What follows belongs to an exercise in optimizing a design on an open flow for small area, a short achievable clock period and few clock cycles; a production flow would make more cautious choices.
In this exercise RTL edits were held to simulation tests only and were not proved equivalent to the original.

### flow/config.mk
export PLATFORM = sky130hd
export DESIGN_NAME = pn_evaluator
export DESIGN_NICKNAME = pn_evaluator
export VERILOG_FILES = /design/flow/design.v
export SDC_FILE = /design/flow/constraint.sdc
export NUM_CORES = 4
export LEC_CHECK = 0
export ABC_CLOCK_PERIOD_IN_PS = 3000
export CAP_MARGIN = 20
export CORE_MARGIN = 2
export CORE_UTILIZATION = 40
export SETUP_SLACK_MARGIN = 3.8
export SLEW_MARGIN = 20
export TNS_END_PERCENT = 100
### flow/run.sh
#!/bin/bash
# synth_recipe.tcl (not shown) runs the flow's synth.tcl, then flattens the netlist and writes it again
# the make line also repeats each setting of config.mk as NAME=value (left out here)
make -C /OpenROAD-flow-scripts/flow DESIGN_CONFIG=/design/flow/config.mk WORK_HOME=/design/flow/orfs CLKGATE_MAP_FILE= SYNTH_SCRIPT=/design/flow/synth_recipe.tcl finish
### flow/constraint.sdc
create_clock -name core_clock -period 9.0 [get_ports {clk}]
set_input_delay 1.8000 -clock core_clock [delete_from_list [all_inputs] [get_ports {clk}]]
set_output_delay 1.8000 -clock core_clock [all_outputs]
set_load 0.01 [all_outputs]
### flow/design.v
`default_nettype none
package pn_pkg;
    localparam int result_w     = 16;
    localparam int operand_w    = 3;
    localparam int buf_depth    = 16;
    localparam int buf_idx_w    = 4;
    localparam int stack_depth  = 16;
    localparam int stack_ptr_w  = $clog2(stack_depth);
    localparam int max_results  = 4;
    localparam int result_cnt_w = $clog2(max_results + 1);
    localparam int result_idx_w = $clog2(max_results);
    typedef logic signed [result_w-1:0] result_t;
    localparam result_t result_fill = {1'b0, {(result_w - 1){1'b1}}};
    typedef enum logic [1:0] {
        prefix_burst  = 2'd0,
        postfix_burst = 2'd1,
        prefix        = 2'd2,
        postfix       = 2'd3
    } pn_mode_e;
    typedef enum logic [1:0] {
        op_add     = 2'd0,
        op_sub     = 2'd1,
        op_mul     = 2'd2,
        op_abs_sum = 2'd3
    } pn_op_e;
    typedef enum logic [1:0] {
        idle,
        read,
        evaluate,
        emit
    } main_state_e;
    typedef enum logic [2:0] {
        classify,
        push_operand,
        pop_first,
        pop_second,
        calculate,
        push_result
    } stack_step_e;
    typedef struct packed {
        logic                 is_operator;
        logic [operand_w-1:0] value;
    } token_t;
    typedef struct packed {
        logic start;
        logic step;
        logic reverse;
    } scan_cmd_t;
    typedef struct packed {
        logic    push;
        logic    pop;
        result_t push_data;
    } stack_cmd_t;
    typedef struct packed {
        logic   load_first;
        logic   load_second;
        pn_op_e op;
        logic   postfix;
    } alu_cmd_t;
    typedef struct packed {
        logic clear;
        logic record;
        logic emit_start;
        logic descending;
    } collect_cmd_t;
endpackage
`default_nettype wire
`default_nettype none
module mul16lo (
    input  wire [15:0] a,
    input  wire [15:0] b,
    output wire [15:0] p
);
    wire pp0_0 = a[0] & b[0];
    wire pp0_1 = a[1] & b[0];
    wire pp0_2 = a[2] & b[0];
    wire pp0_3 = a[3] & b[0];
    wire pp0_4 = a[4] & b[0];
    wire pp0_5 = a[5] & b[0];
    wire pp0_6 = a[6] & b[0];
    wire pp0_7 = a[7] & b[0];
    wire pp0_8 = a[8] & b[0];
    wire pp0_9 = a[9] & b[0];
    wire pp0_10 = a[10] & b[0];
    wire pp0_11 = a[11] & b[0];
    wire pp0_12 = a[12] & b[0];
    wire pp0_13 = a[13] & b[0];
    wire pp0_14 = a[14] & b[0];
    wire pp0_15 = a[15] & b[0];
    wire pp1_0 = a[0] & b[1];
    wire pp1_1 = a[1] & b[1];
    wire pp1_2 = a[2] & b[1];
    wire pp1_3 = a[3] & b[1];
    wire pp1_4 = a[4] & b[1];
    wire pp1_5 = a[5] & b[1];
    wire pp1_6 = a[6] & b[1];
    wire pp1_7 = a[7] & b[1];
    wire pp1_8 = a[8] & b[1];
    wire pp1_9 = a[9] & b[1];
    wire pp1_10 = a[10] & b[1];
    wire pp1_11 = a[11] & b[1];
    wire pp1_12 = a[12] & b[1];
    wire pp1_13 = a[13] & b[1];
    wire pp1_14 = a[14] & b[1];
    wire pp2_0 = a[0] & b[2];
    wire pp2_1 = a[1] & b[2];
    wire pp2_2 = a[2] & b[2];
    wire pp2_3 = a[3] & b[2];
    wire pp2_4 = a[4] & b[2];
    wire pp2_5 = a[5] & b[2];
    wire pp2_6 = a[6] & b[2];
    wire pp2_7 = a[7] & b[2];
    wire pp2_8 = a[8] & b[2];
    wire pp2_9 = a[9] & b[2];
    wire pp2_10 = a[10] & b[2];
    wire pp2_11 = a[11] & b[2];
    wire pp2_12 = a[12] & b[2];
    wire pp2_13 = a[13] & b[2];
    wire pp3_0 = a[0] & b[3];
    wire pp3_1 = a[1] & b[3];
    wire pp3_2 = a[2] & b[3];
    wire pp3_3 = a[3] & b[3];
    wire pp3_4 = a[4] & b[3];
    wire pp3_5 = a[5] & b[3];
    wire pp3_6 = a[6] & b[3];
    wire pp3_7 = a[7] & b[3];
    wire pp3_8 = a[8] & b[3];
    wire pp3_9 = a[9] & b[3];
    wire pp3_10 = a[10] & b[3];
    wire pp3_11 = a[11] & b[3];
    wire pp3_12 = a[12] & b[3];
    wire pp4_0 = a[0] & b[4];
    wire pp4_1 = a[1] & b[4];
    wire pp4_2 = a[2] & b[4];
    wire pp4_3 = a[3] & b[4];
    wire pp4_4 = a[4] & b[4];
    wire pp4_5 = a[5] & b[4];
    wire pp4_6 = a[6] & b[4];
    wire pp4_7 = a[7] & b[4];
    wire pp4_8 = a[8] & b[4];
    wire pp4_9 = a[9] & b[4];
    wire pp4_10 = a[10] & b[4];
    wire pp4_11 = a[11] & b[4];
    wire pp5_0 = a[0] & b[5];
    wire pp5_1 = a[1] & b[5];
    wire pp5_2 = a[2] & b[5];
    wire pp5_3 = a[3] & b[5];
    wire pp5_4 = a[4] & b[5];
    wire pp5_5 = a[5] & b[5];
    wire pp5_6 = a[6] & b[5];
    wire pp5_7 = a[7] & b[5];
    wire pp5_8 = a[8] & b[5];
    wire pp5_9 = a[9] & b[5];
    wire pp5_10 = a[10] & b[5];
    wire pp6_0 = a[0] & b[6];
    wire pp6_1 = a[1] & b[6];
    wire pp6_2 = a[2] & b[6];
    wire pp6_3 = a[3] & b[6];
    wire pp6_4 = a[4] & b[6];
    wire pp6_5 = a[5] & b[6];
    wire pp6_6 = a[6] & b[6];
    wire pp6_7 = a[7] & b[6];
    wire pp6_8 = a[8] & b[6];
    wire pp6_9 = a[9] & b[6];
    wire pp7_0 = a[0] & b[7];
    wire pp7_1 = a[1] & b[7];
    wire pp7_2 = a[2] & b[7];
    wire pp7_3 = a[3] & b[7];
    wire pp7_4 = a[4] & b[7];
    wire pp7_5 = a[5] & b[7];
    wire pp7_6 = a[6] & b[7];
    wire pp7_7 = a[7] & b[7];
    wire pp7_8 = a[8] & b[7];
    wire pp8_0 = a[0] & b[8];
    wire pp8_1 = a[1] & b[8];
    wire pp8_2 = a[2] & b[8];
    wire pp8_3 = a[3] & b[8];
    wire pp8_4 = a[4] & b[8];
    wire pp8_5 = a[5] & b[8];
    wire pp8_6 = a[6] & b[8];
    wire pp8_7 = a[7] & b[8];
    wire pp9_0 = a[0] & b[9];
    wire pp9_1 = a[1] & b[9];
    wire pp9_2 = a[2] & b[9];
    wire pp9_3 = a[3] & b[9];
    wire pp9_4 = a[4] & b[9];
    wire pp9_5 = a[5] & b[9];
    wire pp9_6 = a[6] & b[9];
    wire pp10_0 = a[0] & b[10];
    wire pp10_1 = a[1] & b[10];
    wire pp10_2 = a[2] & b[10];
    wire pp10_3 = a[3] & b[10];
    wire pp10_4 = a[4] & b[10];
    wire pp10_5 = a[5] & b[10];
    wire pp11_0 = a[0] & b[11];
    wire pp11_1 = a[1] & b[11];
    wire pp11_2 = a[2] & b[11];
    wire pp11_3 = a[3] & b[11];
    wire pp11_4 = a[4] & b[11];
    wire pp12_0 = a[0] & b[12];
    wire pp12_1 = a[1] & b[12];
    wire pp12_2 = a[2] & b[12];
    wire pp12_3 = a[3] & b[12];
    wire pp13_0 = a[0] & b[13];
    wire pp13_1 = a[1] & b[13];
    wire pp13_2 = a[2] & b[13];
    wire pp14_0 = a[0] & b[14];
    wire pp14_1 = a[1] & b[14];
    wire pp15_0 = a[0] & b[15];
    wire s0 = pp0_13 ^ pp1_12;
    wire k0 = pp0_13 & pp1_12;
    wire s1 = pp0_14 ^ pp1_13 ^ pp2_12;
    wire k1 = (pp0_14 & pp1_13) | (pp0_14 & pp2_12) | (pp1_13 & pp2_12);
    wire s2 = pp3_11 ^ pp4_10;
    wire k2 = pp3_11 & pp4_10;
    wire s3 = pp0_15 ^ pp1_14 ^ pp2_13;
    wire k3 = (pp0_15 & pp1_14) | (pp0_15 & pp2_13) | (pp1_14 & pp2_13);
    wire s4 = pp3_12 ^ pp4_11 ^ pp5_10;
    wire k4 = (pp3_12 & pp4_11) | (pp3_12 & pp5_10) | (pp4_11 & pp5_10);
    wire s5 = pp6_9 ^ pp7_8;
    wire k5 = pp6_9 & pp7_8;
    wire s6 = pp0_9 ^ pp1_8;
    wire k6 = pp0_9 & pp1_8;
    wire s7 = pp0_10 ^ pp1_9 ^ pp2_8;
    wire k7 = (pp0_10 & pp1_9) | (pp0_10 & pp2_8) | (pp1_9 & pp2_8);
    wire s8 = pp3_7 ^ pp4_6;
    wire k8 = pp3_7 & pp4_6;
    wire s9 = pp0_11 ^ pp1_10 ^ pp2_9;
    wire k9 = (pp0_11 & pp1_10) | (pp0_11 & pp2_9) | (pp1_10 & pp2_9);
    wire s10 = pp3_8 ^ pp4_7 ^ pp5_6;
    wire k10 = (pp3_8 & pp4_7) | (pp3_8 & pp5_6) | (pp4_7 & pp5_6);
    wire s11 = pp6_5 ^ pp7_4;
    wire k11 = pp6_5 & pp7_4;
    wire s12 = pp0_12 ^ pp1_11 ^ pp2_10;
    wire k12 = (pp0_12 & pp1_11) | (pp0_12 & pp2_10) | (pp1_11 & pp2_10);
    wire s13 = pp3_9 ^ pp4_8 ^ pp5_7;
    wire k13 = (pp3_9 & pp4_8) | (pp3_9 & pp5_7) | (pp4_8 & pp5_7);
    wire s14 = pp6_6 ^ pp7_5 ^ pp8_4;
    wire k14 = (pp6_6 & pp7_5) | (pp6_6 & pp8_4) | (pp7_5 & pp8_4);
    wire s15 = pp9_3 ^ pp10_2;
    wire k15 = pp9_3 & pp10_2;
    wire s16 = s0 ^ pp2_11 ^ pp3_10;
    wire k16 = (s0 & pp2_11) | (s0 & pp3_10) | (pp2_11 & pp3_10);
    wire s17 = pp4_9 ^ pp5_8 ^ pp6_7;
    wire k17 = (pp4_9 & pp5_8) | (pp4_9 & pp6_7) | (pp5_8 & pp6_7);
    wire s18 = pp7_6 ^ pp8_5 ^ pp9_4;
    wire k18 = (pp7_6 & pp8_5) | (pp7_6 & pp9_4) | (pp8_5 & pp9_4);
    wire s19 = pp10_3 ^ pp11_2 ^ pp12_1;
    wire k19 = (pp10_3 & pp11_2) | (pp10_3 & pp12_1) | (pp11_2 & pp12_1);
    wire s20 = s1 ^ s2 ^ pp5_9;
    wire k20 = (s1 & s2) | (s1 & pp5_9) | (s2 & pp5_9);
    wire s21 = pp6_8 ^ pp7_7 ^ pp8_6;
    wire k21 = (pp6_8 & pp7_7) | (pp6_8 & pp8_6) | (pp7_7 & pp8_6);
    wire s22 = pp9_5 ^ pp10_4 ^ pp11_3;
    wire k22 = (pp9_5 & pp10_4) | (pp9_5 & pp11_3) | (pp10_4 & pp11_3);
    wire s23 = pp12_2 ^ pp13_1 ^ pp14_0;
    wire k23 = (pp12_2 & pp13_1) | (pp12_2 & pp14_0) | (pp13_1 & pp14_0);
    wire s24 = s3 ^ s4 ^ s5;
    wire k24 = (s3 & s4) | (s3 & s5) | (s4 & s5);
    wire s25 = pp8_7 ^ pp9_6 ^ pp10_5;
    wire k25 = (pp8_7 & pp9_6) | (pp8_7 & pp10_5) | (pp9_6 & pp10_5);
    wire s26 = pp11_4 ^ pp12_3 ^ pp13_2;
    wire k26 = (pp11_4 & pp12_3) | (pp11_4 & pp13_2) | (pp12_3 & pp13_2);
    wire s27 = pp14_1 ^ pp15_0 ^ k1;
    wire k27 = (pp14_1 & pp15_0) | (pp14_1 & k1) | (pp15_0 & k1);
    wire s28 = pp0_6 ^ pp1_5;
    wire k28 = pp0_6 & pp1_5;
    wire s29 = pp0_7 ^ pp1_6 ^ pp2_5;
    wire k29 = (pp0_7 & pp1_6) | (pp0_7 & pp2_5) | (pp1_6 & pp2_5);
    wire s30 = pp3_4 ^ pp4_3;
    wire k30 = pp3_4 & pp4_3;
    wire s31 = pp0_8 ^ pp1_7 ^ pp2_6;
    wire k31 = (pp0_8 & pp1_7) | (pp0_8 & pp2_6) | (pp1_7 & pp2_6);
    wire s32 = pp3_5 ^ pp4_4 ^ pp5_3;
    wire k32 = (pp3_5 & pp4_4) | (pp3_5 & pp5_3) | (pp4_4 & pp5_3);
    wire s33 = pp6_2 ^ pp7_1;
    wire k33 = pp6_2 & pp7_1;
    wire s34 = s6 ^ pp2_7 ^ pp3_6;
    wire k34 = (s6 & pp2_7) | (s6 & pp3_6) | (pp2_7 & pp3_6);
    wire s35 = pp4_5 ^ pp5_4 ^ pp6_3;
    wire k35 = (pp4_5 & pp5_4) | (pp4_5 & pp6_3) | (pp5_4 & pp6_3);
    wire s36 = pp7_2 ^ pp8_1 ^ pp9_0;
    wire k36 = (pp7_2 & pp8_1) | (pp7_2 & pp9_0) | (pp8_1 & pp9_0);
    wire s37 = s7 ^ s8 ^ pp5_5;
    wire k37 = (s7 & s8) | (s7 & pp5_5) | (s8 & pp5_5);
    wire s38 = pp6_4 ^ pp7_3 ^ pp8_2;
    wire k38 = (pp6_4 & pp7_3) | (pp6_4 & pp8_2) | (pp7_3 & pp8_2);
    wire s39 = pp9_1 ^ pp10_0 ^ k6;
    wire k39 = (pp9_1 & pp10_0) | (pp9_1 & k6) | (pp10_0 & k6);
    wire s40 = s9 ^ s10 ^ s11;
    wire k40 = (s9 & s10) | (s9 & s11) | (s10 & s11);
    wire s41 = pp8_3 ^ pp9_2 ^ pp10_1;
    wire k41 = (pp8_3 & pp9_2) | (pp8_3 & pp10_1) | (pp9_2 & pp10_1);
    wire s42 = pp11_0 ^ k7 ^ k8;
    wire k42 = (pp11_0 & k7) | (pp11_0 & k8) | (k7 & k8);
    wire s43 = s12 ^ s13 ^ s14;
    wire k43 = (s12 & s13) | (s12 & s14) | (s13 & s14);
    wire s44 = s15 ^ pp11_1 ^ pp12_0;
    wire k44 = (s15 & pp11_1) | (s15 & pp12_0) | (pp11_1 & pp12_0);
    wire s45 = k9 ^ k10 ^ k11;
    wire k45 = (k9 & k10) | (k9 & k11) | (k10 & k11);
    wire s46 = s16 ^ s17 ^ s18;
    wire k46 = (s16 & s17) | (s16 & s18) | (s17 & s18);
    wire s47 = s19 ^ pp13_0 ^ k12;
    wire k47 = (s19 & pp13_0) | (s19 & k12) | (pp13_0 & k12);
    wire s48 = k13 ^ k14 ^ k15;
    wire k48 = (k13 & k14) | (k13 & k15) | (k14 & k15);
    wire s49 = s20 ^ s21 ^ s22;
    wire k49 = (s20 & s21) | (s20 & s22) | (s21 & s22);
    wire s50 = s23 ^ k0 ^ k16;
    wire k50 = (s23 & k0) | (s23 & k16) | (k0 & k16);
    wire s51 = k17 ^ k18 ^ k19;
    wire k51 = (k17 & k18) | (k17 & k19) | (k18 & k19);
    wire s52 = s24 ^ s25 ^ s26;
    wire k52 = (s24 & s25) | (s24 & s26) | (s25 & s26);
    wire s53 = s27 ^ k2 ^ k20;
    wire k53 = (s27 & k2) | (s27 & k20) | (k2 & k20);
    wire s54 = k21 ^ k22 ^ k23;
    wire k54 = (k21 & k22) | (k21 & k23) | (k22 & k23);
    wire s55 = pp0_4 ^ pp1_3;
    wire k55 = pp0_4 & pp1_3;
    wire s56 = pp0_5 ^ pp1_4 ^ pp2_3;
    wire k56 = (pp0_5 & pp1_4) | (pp0_5 & pp2_3) | (pp1_4 & pp2_3);
    wire s57 = pp3_2 ^ pp4_1;
    wire k57 = pp3_2 & pp4_1;
    wire s58 = s28 ^ pp2_4 ^ pp3_3;
    wire k58 = (s28 & pp2_4) | (s28 & pp3_3) | (pp2_4 & pp3_3);
    wire s59 = pp4_2 ^ pp5_1 ^ pp6_0;
    wire k59 = (pp4_2 & pp5_1) | (pp4_2 & pp6_0) | (pp5_1 & pp6_0);
    wire s60 = s29 ^ s30 ^ pp5_2;
    wire k60 = (s29 & s30) | (s29 & pp5_2) | (s30 & pp5_2);
    wire s61 = pp6_1 ^ pp7_0 ^ k28;
    wire k61 = (pp6_1 & pp7_0) | (pp6_1 & k28) | (pp7_0 & k28);
    wire s62 = s31 ^ s32 ^ s33;
    wire k62 = (s31 & s32) | (s31 & s33) | (s32 & s33);
    wire s63 = pp8_0 ^ k29 ^ k30;
    wire k63 = (pp8_0 & k29) | (pp8_0 & k30) | (k29 & k30);
    wire s64 = s34 ^ s35 ^ s36;
    wire k64 = (s34 & s35) | (s34 & s36) | (s35 & s36);
    wire s65 = k31 ^ k32 ^ k33;
    wire k65 = (k31 & k32) | (k31 & k33) | (k32 & k33);
    wire s66 = s37 ^ s38 ^ s39;
    wire k66 = (s37 & s38) | (s37 & s39) | (s38 & s39);
    wire s67 = k34 ^ k35 ^ k36;
    wire k67 = (k34 & k35) | (k34 & k36) | (k35 & k36);
    wire s68 = s40 ^ s41 ^ s42;
    wire k68 = (s40 & s41) | (s40 & s42) | (s41 & s42);
    wire s69 = k37 ^ k38 ^ k39;
    wire k69 = (k37 & k38) | (k37 & k39) | (k38 & k39);
    wire s70 = s43 ^ s44 ^ s45;
    wire k70 = (s43 & s44) | (s43 & s45) | (s44 & s45);
    wire s71 = k40 ^ k41 ^ k42;
    wire k71 = (k40 & k41) | (k40 & k42) | (k41 & k42);
    wire s72 = s46 ^ s47 ^ s48;
    wire k72 = (s46 & s47) | (s46 & s48) | (s47 & s48);
    wire s73 = k43 ^ k44 ^ k45;
    wire k73 = (k43 & k44) | (k43 & k45) | (k44 & k45);
    wire s74 = s49 ^ s50 ^ s51;
    wire k74 = (s49 & s50) | (s49 & s51) | (s50 & s51);
    wire s75 = k46 ^ k47 ^ k48;
    wire k75 = (k46 & k47) | (k46 & k48) | (k47 & k48);
    wire s76 = s52 ^ s53 ^ s54;
    wire k76 = (s52 & s53) | (s52 & s54) | (s53 & s54);
    wire s77 = k49 ^ k50 ^ k51;
    wire k77 = (k49 & k50) | (k49 & k51) | (k50 & k51);
    wire s78 = pp0_3 ^ pp1_2;
    wire k78 = pp0_3 & pp1_2;
    wire s79 = s55 ^ pp2_2 ^ pp3_1;
    wire k79 = (s55 & pp2_2) | (s55 & pp3_1) | (pp2_2 & pp3_1);
    wire s80 = s56 ^ s57 ^ pp5_0;
    wire k80 = (s56 & s57) | (s56 & pp5_0) | (s57 & pp5_0);
    wire s81 = s58 ^ s59 ^ k56;
    wire k81 = (s58 & s59) | (s58 & k56) | (s59 & k56);
    wire s82 = s60 ^ s61 ^ k58;
    wire k82 = (s60 & s61) | (s60 & k58) | (s61 & k58);
    wire s83 = s62 ^ s63 ^ k60;
    wire k83 = (s62 & s63) | (s62 & k60) | (s63 & k60);
    wire s84 = s64 ^ s65 ^ k62;
    wire k84 = (s64 & s65) | (s64 & k62) | (s65 & k62);
    wire s85 = s66 ^ s67 ^ k64;
    wire k85 = (s66 & s67) | (s66 & k64) | (s67 & k64);
    wire s86 = s68 ^ s69 ^ k66;
    wire k86 = (s68 & s69) | (s68 & k66) | (s69 & k66);
    wire s87 = s70 ^ s71 ^ k68;
    wire k87 = (s70 & s71) | (s70 & k68) | (s71 & k68);
    wire s88 = s72 ^ s73 ^ k70;
    wire k88 = (s72 & s73) | (s72 & k70) | (s73 & k70);
    wire s89 = s74 ^ s75 ^ k72;
    wire k89 = (s74 & s75) | (s74 & k72) | (s75 & k72);
    wire s90 = s76 ^ s77 ^ k74;
    wire k90 = (s76 & s77) | (s76 & k74) | (s77 & k74);
    wire s91 = pp0_2 ^ pp1_1;
    wire k91 = pp0_2 & pp1_1;
    wire s92 = s78 ^ pp2_1 ^ pp3_0;
    wire k92 = (s78 & pp2_1) | (s78 & pp3_0) | (pp2_1 & pp3_0);
    wire s93 = s79 ^ pp4_0 ^ k78;
    wire k93 = (s79 & pp4_0) | (s79 & k78) | (pp4_0 & k78);
    wire s94 = s80 ^ k55 ^ k79;
    wire k94 = (s80 & k55) | (s80 & k79) | (k55 & k79);
    wire s95 = s81 ^ k57 ^ k80;
    wire k95 = (s81 & k57) | (s81 & k80) | (k57 & k80);
    wire s96 = s82 ^ k59 ^ k81;
    wire k96 = (s82 & k59) | (s82 & k81) | (k59 & k81);
    wire s97 = s83 ^ k61 ^ k82;
    wire k97 = (s83 & k61) | (s83 & k82) | (k61 & k82);
    wire s98 = s84 ^ k63 ^ k83;
    wire k98 = (s84 & k63) | (s84 & k83) | (k63 & k83);
    wire s99 = s85 ^ k65 ^ k84;
    wire k99 = (s85 & k65) | (s85 & k84) | (k65 & k84);
    wire s100 = s86 ^ k67 ^ k85;
    wire k100 = (s86 & k67) | (s86 & k85) | (k67 & k85);
    wire s101 = s87 ^ k69 ^ k86;
    wire k101 = (s87 & k69) | (s87 & k86) | (k69 & k86);
    wire s102 = s88 ^ k71 ^ k87;
    wire k102 = (s88 & k71) | (s88 & k87) | (k71 & k87);
    wire s103 = s89 ^ k73 ^ k88;
    wire k103 = (s89 & k73) | (s89 & k88) | (k73 & k88);
    wire s104 = s90 ^ k75 ^ k89;
    wire k104 = (s90 & k75) | (s90 & k89) | (k75 & k89);
    wire [15:0] x = {s104, s103, s102, s101, s100, s99, s98, s97, s96, s95, s94, s93, s92, s91, pp0_1, pp0_0};
    wire [15:0] y = {k103, k102, k101, k100, k99, k98, k97, k96, k95, k94, k93, k92, k91, pp2_0, pp1_0, 1'b0};
    assign p = x + y;
endmodule
`default_nettype wire
`timescale 1ns/1ps
`default_nettype none
module pn_evaluator (
    input  wire                         clk,
    input  wire                         rst_n,
    input  wire [1:0]                   mode,
    input  wire                         operator,
    input  wire [pn_pkg::operand_w-1:0] in,
    input  wire                         in_valid,
    output logic                        out_valid,
    output pn_pkg::result_t             out
);
    localparam int VW  = 3;    
    localparam int VT  = 7;    
    localparam int VD  = 10;   
    localparam int FD  = 7;    
    localparam int QD  = 3;    
    localparam int BW  = 7;    
    localparam logic [1:0] S_IDLE = 2'd0;
    localparam logic [1:0] S_RECV = 2'd1;
    localparam logic [1:0] S_WAIT = 2'd2;
    localparam logic [1:0] S_EMIT = 2'd3;
    logic [1:0] st;
    logic       pre_q;     
    logic       bur_q;     
    logic       pend;      
    logic       first_pending;
    logic [15:0] vhi [0:VW-1];
    logic [2:0]  vlo [0:VD-1];
    logic [FD-1:0] f_v;
    logic [FD-1:0] f_l;
    logic [1:0]    f_op [0:FD-1];
    logic [3:0]    q [0:QD-1];
    logic [1:0]    qcnt;
    logic [3:0]    lval;
    wire idle  = (st == S_IDLE);
    wire recv  = (st == S_RECV);
    wire waits = (st == S_WAIT);
    wire emit  = (st == S_EMIT);
    logic [15:3]    hs [0:1];
    logic [VT-1:VW] vt;
    wire            wide_up = |vhi[VW-1][15:3];
    logic [15:0] v [0:VD+1];
    always_comb begin
        for (int i = 0; i < VD + 2; i++) begin
            if (i < VW)       v[i] = {vhi[i][15:3], vlo[i]};
            else if (i == VW) v[i] = {vt[VW] ? hs[0] : 13'd0, vlo[i]};
            else if (i < VD)  v[i] = {13'd0, vlo[i]};
            else              v[i] = '0;
        end
    end
    wire       qnz    = (qcnt != 2'd0);
    wire       cur_v  = qnz | in_valid;
    wire       cur_op = qnz ? q[0][3] : operator;
    wire [2:0] cur_x  = qnz ? q[0][2:0] : in;
    wire casc  = pend & f_v[1] & f_l[1];
    wire take  = cur_v & ~casc;
    wire t_op  = take & cur_op;
    wire t_opd = take & ~cur_op;
    wire fpush  = t_op & (idle | pre_q);
    wire pf_op  = t_op & ~idle & ~pre_q & ~bur_q;
    wire pb_op  = t_op & ~idle & ~pre_q & bur_q;
    wire top_l  = f_v[0] & f_l[0];
    wire qb_red = t_opd & ~idle & pre_q & bur_q & top_l & ~pend;
    wire pend_n = casc | (t_opd & ~idle & pre_q & ~bur_q & (pend | top_l));
    logic [1:0]  alu_op;
    logic [15:0] a, b, sum, r;
    wire         sub = (alu_op == 2'd1);
    assign alu_op = pre_q ? f_op[0] : cur_x[1:0];
    assign a   = v[1];
    assign b   = v[0];
    assign sum = a + (b ^ {16{sub}}) + {15'd0, sub};
    logic [15:0] prod;
    mul16lo mul_inst (.a(a), .b(b), .p(prod));
    always_comb begin
        case (alu_op)
            2'd0:    r = sum;
            2'd1:    r = sum;
            2'd2:    r = prod;
            default: r = sum[15] ? -sum : sum;
        endcase
    end
    logic [2:0]    bl, br;
    logic [1:0]    bop;
    logic signed [BW-1:0] bres;
    assign bl  = pre_q ? vlo[0] : vlo[1];
    assign br  = pre_q ? in : vlo[0];
    assign bop = pre_q ? f_op[0] : in[1:0];
    always_comb begin
        case (bop)
            2'd1:    bres = {4'd0, bl} - {4'd0, br};
            2'd2:    bres = {4'd0, bl} * {4'd0, br};
            default: bres = {4'd0, bl} + {4'd0, br};
        endcase
    end
    wire red  = pend;
    wire redx = red & t_opd;
    wire push = t_opd & ~red & ~qb_red;
    wire pop1 = (red & ~t_opd) | pf_op | qb_red;
    always_ff @(posedge clk) begin
        for (int i = 0; i < VD; i++) begin
            if (push) begin
                vlo[i] <= (i == 0) ? cur_x : v[i-1][2:0];
            end else if (redx) begin
                if (i == 0) vlo[i] <= cur_x;
                else if (i == 1) vlo[i] <= r[2:0];
            end else if (pop1) begin
                vlo[i] <= (i == 0 && !qb_red) ? r[2:0] : v[i+1][2:0];
            end else if (pb_op) begin
                vlo[i] <= v[i+2][2:0];
            end
        end
        for (int i = 0; i < VW; i++) begin
            if (push) begin
                vhi[i][15:3] <= (i == 0) ? 13'd0 : v[i-1][15:3];
            end else if (redx) begin
                if (i == 0) vhi[i][15:3] <= 13'd0;
                else if (i == 1) vhi[i][15:3] <= r[15:3];
            end else if (pop1 || pb_op) begin
                vhi[i][15:3] <= (i == 0 && !qb_red && !pb_op) ? r[15:3] : v[i+1][15:3];
            end
        end
        if (push) begin
            if (wide_up) begin
                hs[0] <= vhi[VW-1][15:3];
                hs[1] <= hs[0];
            end
            vt <= {vt[VT-2:VW], wide_up};
        end else if (!redx && (pop1 || pb_op)) begin
            if (vt[VW]) hs[0] <= hs[1];
            vt <= {1'b0, vt[VT-1:VW+1]};
        end
        if (bur_q && !idle) begin
            {vhi[VW-1][14:3], hs[1], hs[0]} <= bx_n;
        end
    end
    always_ff @(posedge clk or negedge rst_n) begin
        if (!rst_n) begin
            f_v <= '0;
        end else if (idle) begin
            if (take) f_v <= {{(FD-1){1'b0}}, cur_op};
        end else if (red) begin
            if (!t_op) f_v <= {1'b0, f_v[FD-1:1]};
        end else if (fpush) begin
            f_v <= {f_v[FD-2:0], 1'b1};
        end else if (qb_red) begin
            f_v <= {1'b0, f_v[FD-1:1]};
        end
    end
    always_ff @(posedge clk) begin
        if (idle) begin
            f_op[0] <= cur_x[1:0];
            f_l[0]  <= 1'b0;
        end else if (red) begin
            if (t_op) begin
                f_op[0] <= cur_x[1:0];
                f_l[0]  <= 1'b0;
                f_l[1]  <= 1'b1;
            end else begin
                for (int i = 0; i < FD - 1; i++) begin
                    f_op[i] <= f_op[i+1];
                    f_l[i]  <= f_l[i+1];
                end
                f_l[0] <= 1'b1;
            end
        end else if (fpush) begin
            for (int i = 1; i < FD; i++) begin
                f_op[i] <= f_op[i-1];
                f_l[i]  <= f_l[i-1];
            end
            f_op[0] <= cur_x[1:0];
            f_l[0]  <= 1'b0;
        end else if (qb_red) begin
            for (int i = 0; i < FD - 1; i++) begin
                f_op[i] <= f_op[i+1];
                f_l[i]  <= f_l[i+1];
            end
        end else if (t_opd && pre_q && !top_l) begin
            f_l[0] <= 1'b1;
        end
    end
    wire q_push = in_valid & (qnz | casc);
    wire q_pop  = qnz & take;
    wire [1:0] q_wr = qcnt - {1'b0, q_pop};
    always_ff @(posedge clk) begin
        for (int i = 0; i < QD; i++) begin
            if (q_push && q_wr == 2'(i)) begin
                q[i] <= {operator, in};
            end else if (q_pop) begin
                q[i] <= (i < QD - 1) ? q[i+1] : q[i];
            end
        end
    end
    always_ff @(posedge clk or negedge rst_n) begin
        if (!rst_n) begin
            qcnt <= '0;
        end else begin
            qcnt <= qcnt + {1'b0, q_push} - {1'b0, q_pop};
        end
    end
    wire       flag_new = qb_red & ~f_v[1] & first_pending;
    wire       ins      = pb_op | qb_red;
    wire       full     = &lval;
    logic [3:0] wr;
    always_comb begin
        wr = '0;
        if (!full) begin
            if (!lval[0])      wr[0] = 1'b1;
            else if (!lval[1]) wr[1] = 1'b1;
            else if (!lval[2]) wr[2] = 1'b1;
            else               wr[3] = 1'b1;
        end else if (pre_q && !flag_new) begin
            wr = lf;
        end
        if (!ins) wr = '0;
    end
    logic [37:0] bx, bx_n;
    assign bx = {vhi[VW-1][14:3], hs[1], hs[0]};
    logic signed [BW-1:0] lv [0:3];
    logic [3:0] lf;
    logic bf [0:3][0:3];
    function automatic int bf_bit(input int i, input int j);
        bf_bit = (i == 0) ? 31 + j : (i == 1) ? 33 + j : 37;
    endfunction
    always_comb begin
        for (int j = 0; j < 4; j++) begin
            lv[j] = bx[7*j +: BW];
            lf[j] = bx[28 + j];
        end
        for (int i = 0; i < 4; i++) begin
            for (int j = 0; j < 4; j++) begin
                bf[i][j] = (i < j) ? bx[bf_bit(i, j)] : 1'b0;
            end
        end
    end
    logic first [0:3];    
    always_comb begin
        for (int j = 0; j < 4; j++) first[j] = pre_q ? (bres > lv[j]) : (bres < lv[j]);
        bx_n = bx;
        for (int i = 0; i < 4; i++) begin
            if (wr[i]) begin
                bx_n[7*i +: BW] = bres;
                bx_n[28 + i]    = flag_new;
            end
            for (int j = i + 1; j < 4; j++) begin
                if (wr[i])      bx_n[bf_bit(i, j)] = first[j];
                else if (wr[j]) bx_n[bf_bit(i, j)] = !first[i];
            end
        end
    end
    logic [3:0] sel;
    always_comb begin
        for (int i = 0; i < 4; i++) begin
            sel[i] = lval[i];
            for (int j = 0; j < 4; j++) begin
                if (j > i) sel[i] = sel[i] & (~lval[j] | bf[i][j]);
                if (j < i) sel[i] = sel[i] & (~lval[j] | ~bf[j][i]);
            end
        end
    end
    logic signed [BW-1:0] pick;
    always_comb begin
        pick = '0;
        for (int i = 0; i < 4; i++) pick = pick | (lv[i] & {BW{sel[i]}});
    end
    wire present = emit | (recv & ~in_valid & bur_q);
    wire last_res = ((lval & ~sel) == 4'd0);
    always_ff @(posedge clk or negedge rst_n) begin
        if (!rst_n) begin
            lval <= '0;
        end else if (idle) begin
            lval <= '0;
        end else if (present) begin
            lval <= lval & ~sel;
        end else begin
            lval <= lval | wr;
        end
    end
    wire done = ~pend & ~qnz;
    wire endc = recv & ~in_valid;
    always_ff @(posedge clk or negedge rst_n) begin
        if (!rst_n) begin
            st            <= S_IDLE;
            pre_q         <= 1'b0;
            bur_q         <= 1'b0;
            pend          <= 1'b0;
            first_pending <= 1'b0;
        end else begin
            pend <= pend_n;
            if (flag_new) first_pending <= 1'b0;
            case (st)
                S_IDLE: begin
                    if (in_valid) begin
                        st            <= S_RECV;
                        pre_q         <= ~mode[0];
                        bur_q         <= ~mode[1];
                        first_pending <= operator;
                    end
                end
                S_RECV: begin
                    if (!in_valid) begin
                        if (bur_q) begin
                            st <= last_res ? S_IDLE : S_EMIT;
                        end else begin
                            st <= done ? S_IDLE : S_WAIT;
                        end
                    end
                end
                S_WAIT: begin
                    if (done) st <= S_IDLE;
                end
                default: begin
                    if (last_res) st <= S_IDLE;
                end
            endcase
        end
    end
    wire ov_reg = emit | (waits & done);
    wire ov_end = recv & (bur_q | done);
    assign out_valid = ov_reg | (ov_end & ~in_valid);
    logic [15:0] res;
    always_comb begin
        if (bur_q) res = {{(16 - BW){pick[BW-1]}}, pick};
        else       res = v[0];
    end
    assign out = (res & {16{ov_reg}}) | (res & {16{ov_end & ~in_valid}});
endmodule
`default_nettype wire
==> results of run 1 <==
==> flip-flops by register name (all words and copies together), names as in the netlist <==
signal,count
f_v,7
vhi,39
hs,26
vt,4
pend,1
st,2
lval,4
q,12
first_pending,1
vlo,30
pre_q,1
f_l,7
bur_q,1
f_op,14
qcnt,2
==> final cells by class <==
class,instances,area share
Multi-Input combinational cell,1301,0.584
Sequential cell,151,0.238
Timing Repair Buffer,158,0.0797
Inverter,163,0.0338
Tap cell,468,0.0323
Clock buffer,18,0.0242
Clock inverter,14,0.00780
==> cells by family after synthesis <==
group,count (synthesis),synth area share
compound gates,408,0.188
mux,45,0.0326
xor+xnor,71,0.0422
flops,151,0.292
simple gates,606,0.191
buf+inv,258,0.0665
fa+ha+maj,171,0.188
==> routing by layer <==
metal | GRT usage | share of wire | vias to the layer above
met5 | 0 | 0 | -
met4 | 0.110 | 0.044 | 0
met3 | 0.0428 | 0.076 | 129
met2 | 0.421 | 0.46 | 590
met1 | 0.349 | 0.41 | 6626
li1 | - | - | 6152
==> per-stage QoR <==
stage                util  hold slack [ns]  setup slack [ns]
global placement    0.428            0.430              2.40
global route        0.498            0.465              3.63
CTS                 0.470            0.448              3.80
detailed placement  0.428            0.433              2.27
floorplan               -            0.422              3.62
finish              0.498            0.447              3.78
==> timing repair <==
item | in CTS | in global routing
pin swaps | 43 | 68
gates resized for setup | 92 | 151
endpoints found under the setup margin | 90 | 82
gates cloned | 3 | 0
setup buffers | 67 | 32
==> layout by cell type, fill, tap and decap left out, drive strengths merged, types with 8 or more instances in the layout <==
master         count
fa                84
buf              132
a221oi            12
a211oi            16
o211ai            13
inv              169
o31ai             16
edfxtp           118
clkdlybuf4s50     21
xnor2             35
mux2              24
a22oi             18
dfxtp             14
nand4             12
a22o              10
o31a               9
nand2            243
and3              11
o21a              21
nor3              22
nand2b            13
and2              66
a21o              13
o21ai             78
nor2b             17
a31oi             45
o22a               9
nor2             145
a21oi             85
mux2i             21
nor4               8
dfrtp             19
xor2              36
o22ai             17
nand3             34
ha                87
clkbuf            19
==> worst paths after layout <==
kind	slack, ns	start	end
max	3.78	in[0]	vhi[0][14]$_SDFFE_PP0P_
max reg2reg	3.78	vhi[1][13]$_DFFE_PP_	vhi[1][15]$_DFFE_PP_
min	0.45	f_l[5]$_DFFE_PP_	f_l[6]$_DFFE_PP_
max in group asynchronous	6.54	rst_n	st[0]$_DFFE_PN0P_
min in group asynchronous	1.88	rst_n	qcnt[0]$_DFF_PN0_
min reg2reg	0.45	f_l[5]$_DFFE_PP_	f_l[6]$_DFFE_PP_
==> reports/summary.txt, run 1 <==
Clk root buf -> clkbuf_16
Post-synth top area cell -> edfxtp_1
Die area -> 38400 µm²
Crit-path slowest cell -> ha_4
Top_reg_cell synth -> edfxtp_1
Drt wl/cell -> 22.4 µm
N_diodes -> 0
Worst path max stage delay -> 0.36 ns
Largest net degree at the start of global routing -> 69
#FFs+latches synth -> 151
CTS tree -> done
Syn. warnings -> 10
Vias per Instance -> 5.94
Gr usage total -> 0.261
Critical Path AT -> 5.53 ns
H-tree lvl count -> 4
Die Wd -> 196 µm
Row cnt -> 70
Number of global-route vias before repair -> 13200
Initial antenna violation count -> 0
Buf/Inv on CP -> 6
First-pass GRT wire length -> 77.0 mm
Setup Viol. Count Final -> 0
Critical Path RT -> 9.31 ns
Max Fanout on Critical Path -> 6
Clock transition at path regs -> 0.08 ns
Slew headroom -> 0.241
Top cells by count, synth -> 243 x nand2_1, 163 x inv_1, 144 x nor2_1, 118 x edfxtp_1, 87 x ha_1
Share of cells above drive strength 1 -> 0.207
DRC viols -> 0
RSZ-0062 raised after global routing -> yes
Inserted Clock Buffers -> 17
Mapped Area -> 14700 µm²
Max Clk Rate -> 0.192 GHz
# nets final -> 1972
Multi-input logic area -> 10600 µm²
FF+latch area -> 4310 µm²
Min Tclk post-route -> 5.22 ns
CTS max path bufs -> 2
Core area -> 36400 µm²
Crit. End Element -> flip-flop
Worst reg2reg path depth -> 19
PortBufs -> 25
Cell mode on critical path -> buf_12
Cells after synthesis -> 1710
Final TNS setup -> 0 ns
Initial cell density of the core -> 0.404
Synthesized net count -> 1890
Hold Buf Count CTS -> 0
Dpl hpwl -> 34.4 mm
Outcome -> complete, no violations
Netlist cell types -> 85
Type of origin of the critical path -> input port
GR Overflow Total -> 0
Crit-path cells -> clkbuf_4, nor3b_4, o31ai_4, buf_6, nor2_4, buf_12, buf_12, xor2_2, ha_4, dlymetal6s2s_1, nand3b_1, nand3_1, a211oi_4, nand3_2, a2111oi_4, o21ai_2, o31a_1, buf_4, o31ai_2, a31oi_1
EDFF count, synth -> 118
Post-Route WL -> 51.0 mm
Synth async-reset ratio -> 0.126
Ranking of synthesized cells by area -> edfxtp_1 24%, fa_1 11%, ha_1 7.4%
Via count -> 13500
Fillers -> 3425
Cell count after placement -> 2139
Fin area -> 18100 µm²
Sequential share of the synthesized area -> 0.292
Layout Area Growth over Synthesis -> 23.0%
Setup CP Type -> input port to flip-flop
Layout Skew -> 0.0128 ns
Top delay family on crit path -> compound AO/OA/AOI/OAI gates
Worst min path class -> flip-flop to flip-flop
Cell area after placement -> 15600 µm²
Average size of a mapped cell -> 8.62 µm²
Final period util -> 0.580
Final hold violation count -> 0
# IOs -> 26
Post-route insts no fill -> 2273
Max_cap viols -> 0
Most numerous cell in the Yosys netlist -> nand2_1
Worst-Skew Late Latency -> 0.44 ns
Initial DRC count -> 1291
Top-area cell type share of the netlist area -> 0.240
RePlAce Congestion -> 0.923
Die Y -> 196 µm
CTS sink cnt -> 151
First drt pass iteration count -> 6
Final count of pins violating max slew -> 0
WP depth -> 20
Slew @ Worst Pin -> 1.14 ns
Hold path depth -> 0
Post-route ant nets -> 0
Testbench counts, summed over its fixed seeds: cycles 11,704.
==> run 2: changes to the inputs <==
--- a/flow/config.mk
+++ b/flow/config.mk
@@ -9,6 +9,7 @@
 export CAP_MARGIN = 20
 export CORE_MARGIN = 2
 export CORE_UTILIZATION = 40
+export CTS_BUF_LIST = sky130_fd_sc_hd__clkbuf_8
 export SETUP_SLACK_MARGIN = 3.8
 export SLEW_MARGIN = 20
 export TNS_END_PERCENT = 100
==> reports/summary.txt, run 2 <==
Outcome -> complete, no violations
CTS max path bufs -> 2
Netlist cell types -> 85
#FFs+latches synth -> 151
Top_reg_cell synth -> edfxtp_1
Die Y -> 196 µm
Initial DRC count -> 1424
Cell mode on critical path -> buf_12
Final TNS setup -> 0 ns
Final hold violation count -> 0
Slew @ Worst Pin -> 1.04 ns
Max Fanout on Critical Path -> 8
Top cells by count, synth -> 243 x nand2_1, 163 x inv_1, 144 x nor2_1, 118 x edfxtp_1, 87 x ha_1
Initial cell density of the core -> 0.404
Inserted Clock Buffers -> 17
Hold Buf Count CTS -> 0
GR Overflow Total -> 0
Gr usage total -> 0.258
Synthesized net count -> 1890
Core area -> 36400 µm²
Crit-path cells -> buf_12, nor4b_4, a221o_2, buf_12, nor2_4, buf_12, xor2_4, ha_1, a211oi_4, nand2_2, a211oi_1, nor3_4, nor3_2, nor2_2, and3_1, or3_4, a221o_1
Die Wd -> 196 µm
Average size of a mapped cell -> 8.62 µm²
CTS tree -> done
Syn. warnings -> 10
Fin area -> 18100 µm²
Commonest cells after routing, fill and taps aside -> 236 x nand2_1, 156 x inv_1, 136 x nor2_1
Post-synth top area cell -> edfxtp_1
H-tree lvl count -> 4
Synth async-reset ratio -> 0.126
EDFF count, synth -> 118
Clock transition at path regs -> 0.10 ns
Max_cap viols -> 0
Worst-Skew Late Latency -> 0.49 ns
PortBufs -> 25
Min Tclk post-route -> 5.21 ns
Initial antenna violation count -> 2
Most common cell after layout, fill and taps aside -> nand2_1
Clk root buf -> clkbuf_8
# IOs -> 26
Critical Path AT -> 5.46 ns
RSZ-0062 raised after global routing -> yes
Largest register FFs -> 39
Worst hold margin -> 0.451 ns
Row cnt -> 70
# nets final -> 1980
Type of origin of the critical path -> input port
Ranking of synthesized cells by area -> edfxtp_1 24%, fa_1 11%, ha_1 7.4%
Sequential share of the synthesized area -> 0.292
Dpl hpwl -> 34.4 mm
First-pass GRT wire length -> 76.2 mm
Largest net degree at the start of global routing -> 69
Mapped Area -> 14700 µm²
Largest regs -> vhi (39), vlo (30), hs (26)
First drt pass iteration count -> 8
Post-route ant nets -> 0
Drt wl/cell -> 22.3 µm
CTS sink cnt -> 151
Final core occ -> 0.497
Vias per Instance -> 5.98
Biggest register -> vhi
Via count -> 13600
Top-area cell type share of the netlist area -> 0.240
Die area -> 38400 µm²
Cells after synthesis -> 1710
Max Clk Rate -> 0.192 GHz
Critical Path RT -> 9.25 ns
Worst path max stage delay -> 0.54 ns
Post-Route WL -> 50.9 mm
Setup CP Type -> input port to flip-flop
Crit-path slowest cell -> a211oi_1
Share of cells above drive strength 1 -> 0.211
Setup Viol. Count Final -> 0
Layout Skew -> 0.0213 ns
Crit. End Element -> flip-flop
RePlAce Congestion -> 0.923
Final period util -> 0.579
Worst min path class -> flip-flop to flip-flop
Most numerous cell in the Yosys netlist -> nand2_1
Layout Area Growth over Synthesis -> 22.9%
Slew headroom -> 0.306
DRC viols -> 0
Final count of pins violating max slew -> 0
Cell area after placement -> 15600 µm²
Number of global-route vias before repair -> 13100
## run 2: cell counts after synthesis
Identical to the previous run, type by type.
## run 2: kinds of logic (layout without fill, tap and decap cells)
family          Yosys count  after routing  share of synthesized area
mux                      45             45                     0.0326
simple gates            606            606                      0.191
flops                   151            151                      0.292
fa+ha+maj               171            171                      0.188
other cells               0              1                          0
xor+xnor                 71             71                     0.0422
compound gates          408            408                      0.188
buf+inv                 258            361                     0.0665
## run 2: final cells by class
type,count,area (µm²)
sequential,151,4310
clock buffer,18,248
inverter,163,616
tap,468,586
timing repair buffer,166,1490
fill,3375,18300
multi-input combinational,1301,10700
antenna,1,2.50
clock inverter,14,141
## run 2: timing repair
action / CTS / global route
gates cloned: 2 / 1
gates resized for setup: 84 / 165
endpoints found under the setup margin: 90 / 58
setup buffers: 61 / 46
pin swaps: 40 / 73
## run 2: routing by layer
layer,track usage,share of wire,routed length [µm]
met2,0.418,0.47,23900
met4,0.107,0.042,2110
met3,0.0404,0.083,4230
met5,0,0,0
met1,0.346,0.41,20700
## run 2: critical path: cells and delay by family
| family | cells | cell delay (ns) |
|---|---|---|
| xor gates and xnor gates | 1 | 0.06 |
| AOI/OAI and AO/OA | 4 | 1.55 |
| buffers and inverters | 3 | 0.40 |
| and+or+nand+nor | 8 | 1.38 |
| adders and majority gates | 1 | 0.26 |
## run 2: worst paths after layout
kind,cells past startpoint,slack (ns),to,from
max,17,3.79,vhi[1][6]$_DFFE_PP_,in[1]
min,0,0.45,f_l[6]$_DFFE_PP_,f_l[5]$_DFFE_PP_
max reg2reg,17,3.79,vhi[1][15]$_DFFE_PP_,vlo[0][2]$_DFFE_PP_
min reg2reg,0,0.45,f_l[6]$_DFFE_PP_,f_l[5]$_DFFE_PP_
max in group asynchronous,1,6.59,f_v[1]$_DFFE_PN0P_,rst_n
min in group asynchronous,1,1.83,qcnt[0]$_DFF_PN0_,rst_n
## run 2: per-stage QoR
step	setup slack, ns	std cells
final	3.79	2282
after global routing	3.66	2281
after CTS	3.69	2234
after detailed placement	2.27	2139
after global placement	2.40	2139
after floorplan	3.62	1710
==> run 3: changes to the inputs <==
--- a/flow/config.mk
+++ b/flow/config.mk
@@ -9,7 +9,6 @@
 export CAP_MARGIN = 20
 export CORE_MARGIN = 2
 export CORE_UTILIZATION = 40
-export CTS_BUF_LIST = sky130_fd_sc_hd__clkbuf_8
-export SETUP_SLACK_MARGIN = 3.8
+export SETUP_SLACK_MARGIN = 3.5
 export SLEW_MARGIN = 20
 export TNS_END_PERCENT = 100
==> reports/summary.txt, run 3 <==
Die Wd -> 196 µm
Initial DRC count -> 1168
Critical Path AT -> 5.61 ns
CTS tree -> done
Hold Buf Count CTS -> 0
Die Y -> 196 µm
Post-Route WL -> 47.9 mm
N_diodes -> 0
GR Overflow Total -> 0
Final hold violation count -> 0
Fillers -> 3474
# IOs -> 26
Max Fanout on Critical Path -> 22
Worst-Skew Late Latency -> 0.44 ns
Largest net degree at the start of global routing -> 49
Crit. End Element -> flip-flop
Layout Skew -> 0.00893 ns
Final period util -> 0.602
Initial cell density of the core -> 0.404
Biggest register -> vhi
Post-route insts no fill -> 2226
Synth async-reset ratio -> 0.126
Dpl hpwl -> 33.0 mm
Max Clk Rate -> 0.184 GHz
Largest register FFs -> 39
Cells after synthesis -> 1710
First drt pass iteration count -> 7
Most common cell after layout, fill and taps aside -> nand2_1
Top cells by count, synth -> 243 x nand2_1, 163 x inv_1, 144 x nor2_1, 118 x edfxtp_1, 87 x ha_1
CTS sink cnt -> 151
Share of cells above drive strength 1 -> 0.141
Number of global-route vias before repair -> 12800
Mapped Area -> 14700 µm²
PortBufs -> 25
Met1 global-route usage -> 0.328
Largest regs -> vhi (39), vlo (30), hs (26)
Netlist cell types -> 85
Core area -> 36400 µm²
Top_reg_cell synth -> edfxtp_1
Type of origin of the critical path -> input port
RePlAce Congestion -> 0.948
Cell count after placement -> 2140
CTS max path bufs -> 2
Slew headroom -> 0.372
First-pass GRT wire length -> 72.5 mm
Inserted Clock Buffers -> 17
Synthesized net count -> 1890
Slew @ Worst Pin -> 0.932 ns
Final TNS setup -> 0 ns
Die area -> 38400 µm²
Sequential share of the synthesized area -> 0.292
EDFF count, synth -> 118
#FFs+latches synth -> 151
Layout Area Growth over Synthesis -> 16.4%
GR peak layer -> met2
Vias per Instance -> 5.92
Max_cap viols -> 0
Drt wl/cell -> 21.5 µm
Worst min path class -> flip-flop to flip-flop
Initial antenna violation count -> 0
M2 GR Usage -> 0.395
Row cnt -> 70
Top-area cell type share of the netlist area -> 0.240
Final count of pins violating max slew -> 0
Most numerous cell in the Yosys netlist -> nand2_1
Met3 GRT Util -> 0.0313
Ranking of synthesized cells by area -> edfxtp_1 24%, fa_1 11%, ha_1 7.4%
Commonest cells after routing, fill and taps aside -> 238 x nand2_1, 159 x inv_1, 139 x nor2_1
Min Tclk post-route -> 5.42 ns
Post-route ant nets -> 0
Critical Path RT -> 9.19 ns
# nets final -> 1925
Syn. warnings -> 10
DRC viols -> 0
Setup Viol. Count Final -> 0
Setup CP Type -> input port to flip-flop
RSZ-0062 raised after global routing -> yes
Clk root buf -> clkbuf_16
H-tree lvl count -> 4
Via count -> 13200
Clock transition at path regs -> 0.06 ns
Post-synth top area cell -> edfxtp_1
Outcome -> complete, no violations
Average size of a mapped cell -> 8.62 µm²
Gr usage total -> 0.243
-- run 3: cell type report --
| cell class | instances | area (µm²) | area share |
|---|---|---|---|
| Multi-Input combinational cell | 1301 | 10000 | 0.584 |
| Inverter | 163 | 612 | 0.0357 |
| Tap cell | 468 | 586 | 0.0341 |
| Timing Repair Buffer | 111 | 1010 | 0.0592 |
| Clock buffer | 23 | 500 | 0.0292 |
| Clock inverter | 9 | 113 | 0.00657 |
| Sequential cell | 151 | 4310 | 0.251 |
-- run 3: path summary, 6_finish.rpt --
check                                     start                    to  slack (ns)  depth (start not counted)
max reg2reg                 vhi[1][8]$_DFFE_PP_  vhi[1][15]$_DFFE_PP_        3.65                         19
max in group asynchronous                 rst_n    f_v[6]$_DFFE_PN0P_        6.54                          1
min in group asynchronous                 rst_n    f_v[2]$_DFFE_PN0P_        1.88                          1
min                        f_op[5][0]$_DFFE_PP_  f_op[6][0]$_DFFE_PP_        0.45                          0
max                                       in[1]   vhi[1][6]$_DFFE_PP_        3.58                         18
min reg2reg                f_op[5][0]$_DFFE_PP_  f_op[6][0]$_DFFE_PP_        0.45                          0
-- run 3: kinds of logic after synthesis --
logic type      count (synthesis)  synth area share
compound gates                408             0.188
mux                            45            0.0326
flops                         151             0.292
xor+xnor                       71            0.0422
fa+ha+maj                     171             0.188
buf+inv                       258            0.0665
simple gates                  606             0.191
-- run 3: what timing repair did --
item	CTS	global route
gates cloned	0	4
resized for setup	52	86
buffers inserted	18	32
setup endpoints to repair	76	82
pin swaps	9	34
-- run 3: routing by layer --
| layer | share of wire | routed length [µm] | up-vias |
|---|---|---|---|
| met2 | 0.47 | 22500 | 553 |
| met3 | 0.065 | 3120 | 109 |
| met4 | 0.040 | 1890 | 0 |
| li1 | - | - | 6062 |
| met5 | 0 | 0 | - |
| met1 | 0.43 | 20400 | 6446 |
-- run 3: worst max-delay path, cell delays in order --
cell      delay (ns)
buf_2           0.15
nor4b_4         0.15
a221o_1         0.31
buf_8           0.18
nor2_4          0.21
buf_4           0.15
xor2_2          0.16
ha_2            0.30
o21ai_2         0.27
nand2b_1        0.17
mux2i_1         0.22
nand4_1         0.16
buf_4           0.18
nor3_2          0.21
nor2_2          0.07
and3_1          0.18
or3_1           0.39
a221o_1         0.34
-- run 3: metrics by stage --
| step | setup slack, ns | hold slack [ns] | area (µm²) | utilization |
|---|---|---|---|---|
| finish | 3.58 | 0.447 | 17200 | 0.471 |
| floorplan | 3.49 | 0.422 | 14800 | - |
| global route | 3.38 | 0.451 | 17200 | 0.471 |
| CTS | 3.48 | 0.446 | 16400 | 0.451 |
| global placement | 2.35 | 0.428 | 15500 | 0.426 |
| detailed placement | 2.26 | 0.432 | 15500 | 0.426 |
==> run 4: changes to the inputs <==
--- a/flow/config.mk
+++ b/flow/config.mk
@@ -9,6 +9,6 @@
 export CAP_MARGIN = 20
 export CORE_MARGIN = 2
 export CORE_UTILIZATION = 40
-export SETUP_SLACK_MARGIN = 3.5
+export SETUP_SLACK_MARGIN = 3.0
 export SLEW_MARGIN = 20
 export TNS_END_PERCENT = 100
==> reports/summary.txt, run 4 <==
Top_reg_cell synth -> edfxtp_1
Post-synth top area cell -> edfxtp_1
Start point of the worst hold path -> f_op[5][1]$_DFFE_PP_
Final TNS setup -> 0 ns
Largest register FFs -> 39
Max_cap viols -> 0
DRC viols -> 0
N_diodes -> 0
Row cnt -> 70
Mapped Area -> 14700 µm²
Clk root buf -> clkbuf_16
CTS sink cnt -> 151
Fillers -> 3570
First-pass GRT wire length -> 71.2 mm
Top-area cell type share of the netlist area -> 0.240
Die Wd -> 196 µm
Layout Skew -> 0.00863 ns
GR Overflow Total -> 0
Cell count after placement -> 2140
Dpl hpwl -> 32.8 mm
Hold path depth -> 0
Largest net degree at the start of global routing -> 49
Worst R2R Setup Slack -> 3.34 ns
RePlAce Congestion -> 0.947
Most common cell after layout, fill and taps aside -> nand2_1
Post-route ant nets -> 0
Sequential share of the synthesized area -> 0.292
Post-route insts no fill -> 2181
Crit. End Element -> output pin
Worst hold margin -> 0.466 ns
Max Fanout on Critical Path -> 10
Post-Route WL -> 45.0 mm
Number of global-route vias before repair -> 12500
Worst reg2reg path depth -> 16
Slew headroom -> 0.283
Cell area after placement -> 15500 µm²
Critical Path AT -> 4.00 ns
Core area -> 36400 µm²
Initial DRC count -> 1154
EDFF count, synth -> 118
Max Clk Rate -> 0.172 GHz
Most numerous cell in the Yosys netlist -> nand2_1
Setup CP Type -> input port to output pin
Via count -> 12800
Netlist cell types -> 85
Ranking of synthesized cells by area -> edfxtp_1 24%, fa_1 11%, ha_1 7.4%
Initial antenna violation count -> 0
Multi-input logic area -> 9600 µm²
Type of origin of the critical path -> input port
Setup Viol. Count Final -> 0
H-tree lvl count -> 4
Average size of a mapped cell -> 8.62 µm²
Worst-Skew Late Latency -> 0.44 ns
Die Y -> 196 µm
Biggest register -> vhi
Synth async-reset ratio -> 0.126
Critical Path RT -> 7.20 ns
First drt pass iteration count -> 6
PortBufs -> 25
# nets final -> 1880
Gr usage total -> 0.238
Commonest cells after routing, fill and taps aside -> 242 x nand2_1, 163 x inv_1, 141 x nor2_1
Share of cells above drive strength 1 -> 0.0841
Fin area -> 16300 µm²
Slew @ Worst Pin -> 1.08 ns
Clock transition at path regs -> 0.07 ns
Final count of pins violating max slew -> 0
Initial cell density of the core -> 0.404
R2r endpoint -> vhi[1][15]$_DFFE_PP_
CTS max path bufs -> 2
Inserted Clock Buffers -> 17
Outcome -> complete, no violations
R2R Path Start -> vlo[0][0]$_DFFE_PP_
CTS tree -> done
#FFs+latches synth -> 151
Final period util -> 0.645
# IOs -> 26
Min Tclk post-route -> 5.80 ns
Worst min path class -> flip-flop to flip-flop
FF+latch area -> 4300 µm²
Syn. warnings -> 10
Drt wl/cell -> 20.6 µm
Min-Delay Endpoint -> f_op[6][1]$_DFFE_PP_
Vias per Instance -> 5.88
Synthesized net count -> 1890
Die area -> 38400 µm²
Largest regs -> vhi (39), vlo (30), hs (26)
Top cells by count, synth -> 243 x nand2_1, 163 x inv_1, 144 x nor2_1, 118 x edfxtp_1, 87 x ha_1
Final hold violation count -> 0
Final core occ -> 0.446
Layout Area Growth over Synthesis -> 10.3%
RSZ-0062 raised after global routing -> no
Cells after synthesis -> 1710
[run 4: cell count changes in the layout (fill, tap and decap cells not counted), moves of 5 or more]
cell,previous run,this run
nor3_1,13,18
a21oi_1,76,81
clkbuf_16,22,17
ha_2,6,0
buf_4,71,36
ha_1,76,87
ha_4,5,0
[run 4: area by class of cell]
| class | count | area share |
|---|---|---|
| Clock buffer | 18 | 0.0264 |
| Clock inverter | 14 | 0.00854 |
| Inverter | 163 | 0.0376 |
| Multi-Input combinational cell | 1301 | 0.591 |
| Sequential cell | 151 | 0.265 |
| Tap cell | 468 | 0.0360 |
| Timing Repair Buffer | 66 | 0.0363 |
[run 4: worst max-delay path: stages]
cell and delay [ns]:
clkdlybuf4s50_1 0.69, nor2_1 0.11, o21ai_2 0.32, inv_1 0.16, nand2_1 0.33, nor2_1 0.09, clkdlybuf4s50_1 0.49
[run 4: repair_timing]
item,in CTS,in global routing
buffers inserted,5,3
setup endpoints to repair,46,36
hold buffers,0,0
pin swaps,4,2
gates resized for setup,11,24
[run 4: stage by stage]
step,setup WS (ns)
final,3.20
after detailed placement,1.66
after CTS,3.03
after global routing,2.96
after floorplan,3.07
after global placement,1.86
[run 4: worst max path at each step]
stage | start | to
floorplan | in[0] | vhi[1][6]$_DFFE_PP_
global placement | in[0] | vhi[1][14]$_DFFE_PP_
detailed placement | in[0] | vhi[1][12]$_DFFE_PP_
CTS | in[1] | vhi[2][10]$_DFFE_PP_
global route | vlo[0][0]$_DFFE_PP_ | vhi[1][15]$_DFFE_PP_
finish | in_valid | out[9]
[run 4: layer usage]
metal | share of wire | up-vias | GRT usage
li1 | - | 5962 | -
met1 | 0.44 | 6299 | 0.324
met2 | 0.47 | 469 | 0.390
met3 | 0.065 | 84 | 0.0359
met4 | 0.028 | 0 | 0.0794
met5 | 0 | - | 0
[run 4: logic make-up (layout without fill, tap and decap cells)]
| group | after synthesis | after routing | synth area share |
|---|---|---|---|
| adders and majority gates | 171 | 171 | 0.188 |
| buffers and inverters | 258 | 261 | 0.0665 |
| DFF | 151 | 151 | 0.292 |
| AOI/OAI and AO/OA | 408 | 408 | 0.188 |
| muxes | 45 | 45 | 0.0326 |
| and+or+nand+nor | 606 | 606 | 0.191 |
| xor gates and xnor gates | 71 | 71 | 0.0422 |
==> run 5: changes to the inputs <==
--- a/flow/config.mk
+++ b/flow/config.mk
@@ -9,6 +9,6 @@
 export CAP_MARGIN = 20
 export CORE_MARGIN = 2
 export CORE_UTILIZATION = 40
-export SETUP_SLACK_MARGIN = 3.0
+export SETUP_SLACK_MARGIN = 2.5
 export SLEW_MARGIN = 20
 export TNS_END_PERCENT = 100
==> reports/summary.txt, run 5 <==
Final period util -> 0.707
Slew headroom -> 0.261
R2R Path Start -> vhi[1][8]$_DFFE_PP_
# nets final -> 1873
Dpl hpwl -> 32.9 mm
Most numerous cell in the Yosys netlist -> nand2_1
Crit path from -> in[0]
Drt wl/cell -> 20.6 µm
Average size of a mapped cell -> 8.62 µm²
Post-synth top area cell -> edfxtp_1
Initial cell density of the core -> 0.404
First drt pass iteration count -> 6
Gr usage total -> 0.236
Core area -> 36400 µm²
Die area -> 38400 µm²
Layout Area Growth over Synthesis -> 9.30%
Final count of pins violating max slew -> 0
CTS tree -> done
DP Worst Slack -> 2.04 ns
Cells after synthesis -> 1710
Mapped Area -> 14700 µm²
Setup CP Type -> input port to flip-flop
Start point of the worst hold path -> f_op[5][1]$_DFFE_PP_
Max Clk Rate -> 0.157 GHz
CTS sink cnt -> 151
Final worst setup slack -> 2.64 ns
Vias per Instance -> 5.91
Syn. warnings -> 10
Outcome -> complete, no violations
Largest net degree at the start of global routing -> 49
Hold Buf Count CTS -> 0
Inserted Clock Buffers -> 17
Ranking of synthesized cells by area -> edfxtp_1 24%, fa_1 11%, ha_1 7.4%
CTS max path bufs -> 2
Initial antenna violation count -> 0
Via count -> 12900
# IOs -> 26
Top_reg_cell synth -> edfxtp_1
Worst-Skew Late Latency -> 0.44 ns
Synthesized net count -> 1890
Fillers -> 3592
Initial DRC count -> 1118
Top cells by count, synth -> 243 x nand2_1, 163 x inv_1, 144 x nor2_1, 118 x edfxtp_1, 87 x ha_1
Die Wd -> 196 µm
Share of cells above drive strength 1 -> 0.0686
Commonest cells after routing, fill and taps aside -> 242 x nand2_1, 163 x inv_1, 142 x nor2_1
Min Tclk post-route -> 6.36 ns
PortBufs -> 25
Clk root buf -> clkbuf_16
First-pass GRT wire length -> 70.6 mm
Final hold violation count -> 0
Netlist cell types -> 85
Post-route insts no fill -> 2174
#FFs+latches synth -> 151
Final TNS setup -> 0 ns
Layout Skew -> 0.00864 ns
Max Fanout on Critical Path -> 20
Synth async-reset ratio -> 0.126
Slew @ Worst Pin -> 1.10 ns
Most common cell after layout, fill and taps aside -> nand2_1
Setup Viol. Count Final -> 0
H-tree lvl count -> 4
FF+latch area -> 4300 µm²
GR Overflow Total -> 0
Type of origin of the critical path -> input port
RSZ-0062 raised after global routing -> yes
Number of global-route vias before repair -> 12600
Final core occ -> 0.442
Sequential share of the synthesized area -> 0.292
Row cnt -> 70
Worst min path class -> flip-flop to flip-flop
Multi-input logic area -> 9500 µm²
Clock transition at path regs -> 0.06 ns
Post-Route WL -> 44.8 mm
Post-route ant nets -> 0
Crit. End Element -> flip-flop
Max_cap viols -> 0
Critical Path AT -> 6.52 ns
Top-area cell type share of the netlist area -> 0.240
Largest regs -> vhi (39), vlo (30), hs (26)
N_diodes -> 0
Die Y -> 196 µm
EDFF count, synth -> 118
Cell count after placement -> 2141
Largest register FFs -> 39
RePlAce Congestion -> 0.917
DRC viols -> 0
Biggest register -> vhi
Critical Path RT -> 9.15 ns
-- run 5: cell counts after synthesis --
No cell type changed its count.
-- run 5: cell families after synthesis --
family	count (synthesis)	share of synthesized area
multiplexers	45	0.0326
flip-flops	151	0.292
buffers and inverters	258	0.0665
AO/OA/AOI/OAI	408	0.188
AND/OR/NAND/NOR	606	0.191
XOR/XNOR	71	0.0422
adder cells (fa/ha/maj)	171	0.188
-- run 5: layout make-up --
cell class | instances | area share
Multi-Input combinational cell | 1301 | 0.590
Inverter | 163 | 0.0380
Clock buffer | 21 | 0.0280
Sequential cell | 151 | 0.267
Tap cell | 468 | 0.0364
Clock inverter | 11 | 0.00940
Timing Repair Buffer | 59 | 0.0314
-- run 5: per-layer routing --
metal	global-route usage	vias to the layer above	share of wire
met1	0.320	6322	0.44
met5	0	-	0
met4	0.0940	0	0.034
met3	0.0309	87	0.064
met2	0.385	490	0.46
li1	-	5960	-
-- run 5: final timing paths --
path / end / slack [ns] / depth (start not counted)
min in group asynchronous: f_v[1]$_DFFE_PN0P_ / 1.89 / 1
max reg2reg: vhi[1][15]$_DFFE_PP_ / 3.13 / 18
max: vhi[1][13]$_DFFE_PP_ / 2.64 / 18
min: f_op[6][1]$_DFFE_PP_ / 0.45 / 0
min reg2reg: f_op[6][1]$_DFFE_PP_ / 0.45 / 0
max in group asynchronous: lval[3]$_DFF_PN0_ / 6.52 / 1
-- run 5: what timing repair did --
| action | CTS | global route |
|---|---|---|
| pin swaps | 0 | 2 |
| resized for setup | 2 | 5 |
| setup endpoints to repair | 3 | 24 |
| setup buffers | 0 | 1 |
-- run 5: per-stage QoR --
stage                     area [µm²]  hold WS (ns)
after detailed placement       15500         0.446
final                          16100         0.451
after global placement         15500         0.437
after global routing           16100         0.466
after CTS                      16100         0.455
after floorplan                14700         0.422
-- run 5: worst max-delay path: stages --
cell and delay, ns:
clkdlybuf4s50_1 0.59, nor3b_4 0.43, o31ai_2 0.11, buf_4 0.24, nor2_1 0.10, buf_4 0.27
xor2_1 0.22, inv_1 0.08, fa_1 0.39, nand2b_1 0.22, a21oi_1 0.32, o211ai_1 0.17
a21oi_1 0.26, xor2_1 0.23, or3_1 0.38, o2111a_1 0.26, a211oi_1 0.30, a21oi_1 0.12

## port drivers added, routing unchanged
The results above use ideal ports. As a check the final layouts listed here were re-extracted and re-timed, cells and wires unchanged.
Step 1 (the two cells are an assumption about what drives the block):
set clk [get_ports {clk}]
set_driving_cell -lib_cell sky130_fd_sc_hd__clkbuf_16 $clk
set_driving_cell -lib_cell sky130_fd_sc_hd__buf_2 [delete_from_list [all_inputs] $clk]
Step 2 adds t to the input delays and takes it off the output delays; t is the mean of the earliest and latest rising clock arrival at the registers after step 1. Input paths then give back, and output paths get back, about the clock's delay inside the block.
Three values: no drivers, after step 1, after step 2; two values: the first two.
run	t, ns	slack for setup (ns)	worst data-port slew with drivers (ns)
run 1	0.485	3.781 / 3.782 / 3.314	0.06
run 2	0.523	3.790 / 3.788 / 3.265	0.06
run 3	0.486	3.580 / 3.609 / 3.123	0.04
run 4	0.487	3.196 / 3.168 / 2.758	0.04
run 5	0.491	2.635 / 2.647 / 2.156	0.04
After both steps every run listed still meets setup and hold. For run 2, which loses most, drivers alone change the setup slack by -0.002 ns; drivers and shift together by -0.525 ns.
